From an optimization exercise on the open Yosys and OpenROAD flow, aimed at small area and a short achievable clock period; shortcuts taken in it are not production practice. Function was checked by simulation only, so behaviour that the tests miss may differ from the original. Power is estimated from default activity; no workload was simulated.

Setup of run A:
Design bpred_btb, start of the top module:
module bpred_btb
#(
    parameter int ENTRIES  = 32,
    parameter int TAG_BITS = 8,
    parameter int CTR_BITS = 2,
    parameter int XLEN     = 32
) (
    input  logic            clk,
    input  logic            reset,
    input  logic [XLEN-1:0] lookup_pc,
    output logic            pred_hit,
    output logic            pred_taken,
    output logic [XLEN-1:0] pred_target,
    input  logic            upd_valid,
    input  logic [XLEN-1:0] upd_pc,
    input  logic            upd_taken,
    input  logic            upd_is_jump,
    input  logic [XLEN-1:0] upd_target,
    input  logic            upd_pred_taken,
    input  logic [XLEN-1:0] upd_pred_target,
    input  logic            flush_all,
    output logic [31:0]     perf_updates,
    output logic [31:0]     perf_mispredicts
);
export LEC_CHECK = 0
export CAP_MARGIN = 10
export CORE_MARGIN = 2
export CORE_UTILIZATION = 50
export SETUP_SLACK_MARGIN = 2.0
export SLEW_MARGIN = 10
export SYNTH_HIERARCHICAL = 1
export SYNTH_MINIMUM_KEEP_SIZE = 0
export TNS_END_PERCENT = 5
create_clock -name core_clock -period 6.5 [get_ports {clk}]
standard.sh (not shown) runs the stock make flow with config.mk's settings and CLKGATE_MAP_FILE= SYNTH_SCRIPT=/design/flow/synth_recipe.tcl, a recipe that flattens the netlist after the stock synthesis.
==> flow/flow/run.sh <==
#!/bin/bash
# Layout flow: the standard ORFS flow (standard.sh) with two changes:
#  - the port buffers that buffer_ports inserts are plain buffers (buf_2), which the
#    timing repair then sizes, instead of the platform's default delay-cell pick;
#  - clock tree synthesis clusters more sinks per leaf buffer and adds no dummy
#    balancing loads, so the clock tree takes less area.
set -euo pipefail
export BUFFER_PORTS_ARGS="-buffer_cell sky130_fd_sc_hd__buf_2"
export CTS_ARGS="-sink_clustering_enable -repair_clock_nets -sink_clustering_size 12 -sink_clustering_max_diameter 50 -buf_list {sky130_fd_sc_hd__clkbuf_4 sky130_fd_sc_hd__clkbuf_8} -dont_use_dummy_load"
export IO_CONSTRAINTS="$PWD/flow/io.tcl"
bash standard.sh > standard_flow.log 2>&1
==> flow/flow/io.tcl <==
# Keep the lookup port's index/tag bits and the prediction outputs together on the
# bottom edge, so the combinational lookup path starts and ends close together.
set_io_pin_constraint -region bottom:* -pin_names {lookup_pc[2] lookup_pc[3] lookup_pc[4] lookup_pc[5] lookup_pc[6] lookup_pc[7] lookup_pc[8] lookup_pc[9] lookup_pc[10] lookup_pc[11] lookup_pc[12] lookup_pc[13] lookup_pc[14] pred_hit pred_taken pred_target[0] pred_target[1] pred_target[2] pred_target[3] pred_target[4] pred_target[5] pred_target[6] pred_target[7] pred_target[8] pred_target[9] pred_target[10] pred_target[11] pred_target[12] pred_target[13] pred_target[14] pred_target[15] pred_target[16] pred_target[17] pred_target[18] pred_target[19] pred_target[20] pred_target[21] pred_target[22] pred_target[23] pred_target[24] pred_target[25] pred_target[26] pred_target[27] pred_target[28] pred_target[29] pred_target[30] pred_target[31]}
Run A went all the way through the flow, and no timing, DRC or antenna check failed.
## Diff of input files: run B against run A
Settings: swapping 50 for 58 in CORE_UTILIZATION.
-- flow/flow/run.sh --
<<< run A, line 10
export IO_CONSTRAINTS="$PWD/flow/io.tcl"
>>> run B, line 10
removed: flow/flow/io.tcl
[compare] base=run A new=run B: shortest clock period the worst path allows after layout now sits lower; clock skew went up by 0.014 ns; final area shows no meaningful change; power per standard cell area held; via count increased by 3.3% relative to the old numbers. Between run A and run B, cell count decreased.
Inputs modified between run B and run C:
Settings: changing CORE_UTILIZATION from 58 to 45.
--- outcome ---
- Compared run B against run C; number of multi-input combinational cells within noise.
- In run C relative to run B, overall die area had gone up by more than a quarter.
- Of the two candidates, run B has the worse total vias in the final route and run C the better one.
--- input diff run C..run D ---
Settings: setting PLACE_DENSITY to 0.75 for the first time; changing CORE_UTILIZATION from 45 to 50.
### Flow results
In run D, the design area came out about 5% below the value in run C. Compared with run C, in run D net count reported at finish went down; multi-input gate area in the final layout went down. Summary: with run C as the reference, final-layout clock buffer total in run D moved down by a few percent.
For run E, these inputs were changed with respect to run D:
Settings: a deleted PLACE_DENSITY that had been 0.75.
Results
Worst endpoint data arrival time: run E and run D compared, lower one is run E
Run E and run D all finish clean.
Via count delta (run E − run D): favourable
Taking run D as the reference, in run E routed length per instance lost about 0.47%; finished layout cell area now sits higher; routed wire length flat.

bpred_btb, a different RTL version from the one above (not shown whole).
Size in the first run: about 5100 cells after synthesis, roughly 1400 flip-flops, about 230 I/O pins, about 57000 um2 of cells after synthesis.
clock: 6.5 ns
lec_check: 0
cap_margin: 10
core_margin: 2
core_utilization: 50
setup_slack_margin: 2.0
slew_margin: 10
synth_hierarchical: 1
synth_minimum_keep_size: 0
tns_end_percent: 5
==> flow/flow/run.sh <==
#!/bin/bash
# Layout flow: the standard ORFS flow (standard.sh) with two changes:
#  - the port buffers that buffer_ports inserts are plain buffers (buf_2), which the
#    timing repair then sizes, instead of the platform's default delay-cell pick;
#  - clock tree synthesis clusters more sinks per leaf buffer and adds no dummy
#    balancing loads, so the clock tree takes less area.
set -euo pipefail
export BUFFER_PORTS_ARGS="-buffer_cell sky130_fd_sc_hd__buf_2"
export CTS_ARGS="-sink_clustering_enable -repair_clock_nets -sink_clustering_size 12 -sink_clustering_max_diameter 50 -buf_list {sky130_fd_sc_hd__clkbuf_4 sky130_fd_sc_hd__clkbuf_8} -dont_use_dummy_load"
bash standard.sh > standard_flow.log 2>&1
The starting point finished clean.
Next try:
- SETUP_SLACK_MARGIN: 2.0 -> 2.4
What happened: Fmax rises by 0.60%. Setup slack gains 28 ps. Area after synthesis is unchanged. Power rises by 0.80%.

Another version of the RTL of bpred_btb (not shown whole).
Size in the first run: roughly 4900 cells after synthesis, roughly 1400 flip-flops, roughly 230 I/O pins.
==> flow/config.mk <==
export PLATFORM = sky130hd
export DESIGN_NAME = bpred_btb
export DESIGN_NICKNAME = bpred_btb
export VERILOG_FILES = /design/flow/design.v
export SDC_FILE = /design/flow/constraint.sdc
export NUM_CORES = 4
export LEC_CHECK = 0
export CAP_MARGIN = 5
export CORE_MARGIN = 2
export CORE_UTILIZATION = 50
export SETUP_SLACK_MARGIN = 2.0
export SLEW_MARGIN = 5
export SYNTH_HIERARCHICAL = 1
export SYNTH_MINIMUM_KEEP_SIZE = 0
export TNS_END_PERCENT = 5
==> flow/constraint.sdc <==
create_clock -name core_clock -period 6.5 [get_ports {clk}]
set_input_delay 1.3000 -clock core_clock [delete_from_list [all_inputs] [get_ports {clk}]]
set_output_delay 1.3000 -clock core_clock [all_outputs]
set_load 0.01 [all_outputs]
Scripts as last shown in full above: flow/flow/run.sh
The starting point finished clean.
Change:
- CAP_MARGIN: 5 -> 10
- SLEW_MARGIN: 5 -> 10
The new run completed without violations.
Design area does not change.
Synthesized area stays the same.
Die area does not change.
Critical path depth stays the same.

bpred_btb, a different RTL version from the one above (not shown whole).
Size in the first run: ~5100 cells after synthesis, roughly 1400 flip-flops, ~57000 sq um of cells after synthesis.
export LEC_CHECK = 0
export CAP_MARGIN = 10
export CORE_MARGIN = 2
export CORE_UTILIZATION = 56
export SETUP_SLACK_MARGIN = 2.0
export SLEW_MARGIN = 10
export SYNTH_HIERARCHICAL = 1
export SYNTH_MINIMUM_KEEP_SIZE = 0
export TNS_END_PERCENT = 5
create_clock -name core_clock -period 6.5 [get_ports {clk}]
Scripts as last shown in full above: flow/flow/run.sh
The starting point produced a clean layout.
Edit:
--- a/flow/config.mk
+++ b/flow/config.mk
@@ -8,5 +8,5 @@
 export CAP_MARGIN = 10
 export CORE_MARGIN = 2
-export CORE_UTILIZATION = 56
+export CORE_UTILIZATION = 50
 export SETUP_SLACK_MARGIN = 2.0
 export SLEW_MARGIN = 10
The changed run ran to the end with no violations.
Worst setup slack got worse by 0.083 ns.
Die area rises by 12%.
Total power stays flat.
Fmax shrinks by 1.8%.
Critical path depth stays the same.
Global-route usage shrinks by 3.3 points.
Flip-flop and latch count does not change.
Final area stays flat.
Clock-buffer cell count climbs by 4.
Hold slack gets better by 0.0075 ns.

-- static timing again, ports no longer ideal --
No port has a modelled driver above. Below, the same layouts with a new extraction and two added sets of constraints.
Step 1, drivers: a clkbuf_16 drives clk and a buf_2 each remaining input, both assumed.
Step 2, shift: input delay + t, output delay - t, t = (earliest + latest rising clock arrival at the registers) / 2. This alone moves slack from input paths to output paths.
Slacks: ideal ports / drivers / drivers and shift; pairs: ideal ports / drivers.
run | t, ns | slack for setup (ns) | hold slack, ns | worst setup path after step 2 | latest minus earliest clock arrival (ns)
run A | 0.934 | 1.594 / 1.402 / 0.667 | 0.459 / 0.459 / 0.459 | input to register | 0.083 / 0.082
run B | 0.951 | 1.669 / 1.564 / 0.778 | 0.463 / 0.404 / 0.472 | input to register | 0.097 / 0.097
run C | 0.978 | 1.665 / 1.480 / 0.853 | 0.422 / 0.361 / 0.466 | input to register | 0.093 / 0.093
run D | 0.936 | 1.561 / 1.421 / 0.594 | 0.383 / 0.334 / 0.484 | input to register | 0.085 / 0.085
run E | 0.964 | 1.606 / 1.520 / 0.846 | 0.456 / 0.443 / 0.456 | input to register | 0.103 / 0.102
the first run of note 2 | 0.895 | 1.857 / 1.775 / 1.069 | 0.467 / 0.461 / 0.467 | input to register | 0.077 / 0.076
the second run of note 2 | 0.903 | 1.884 / 1.806 / 1.260 | 0.467 / 0.447 / 0.467 | input to register | 0.078 / 0.079
the first run of note 3 | 0.915 | 1.761 / 1.713 / 0.927 | 0.467 / 0.412 / 0.467 | input to register | 0.069 / 0.069
the second run of note 3 | 0.915 | 1.761 / 1.713 / 0.927 | 0.467 / 0.412 / 0.467 | input to register | 0.069 / 0.069
the first run of note 4 | 0.933 | 1.854 / 1.682 / 0.941 | 0.463 / 0.421 / 0.470 | input to register | 0.072 / 0.072
the second run of note 4 | 0.919 | 1.771 / 1.679 / 0.842 | 0.471 / 0.471 / 0.471 | input to register | 0.079 / 0.080
After both steps every run listed still meets setup and hold. For run D, which loses most, drivers alone change the setup slack by -0.140 ns; drivers and shift together by -0.967 ns.
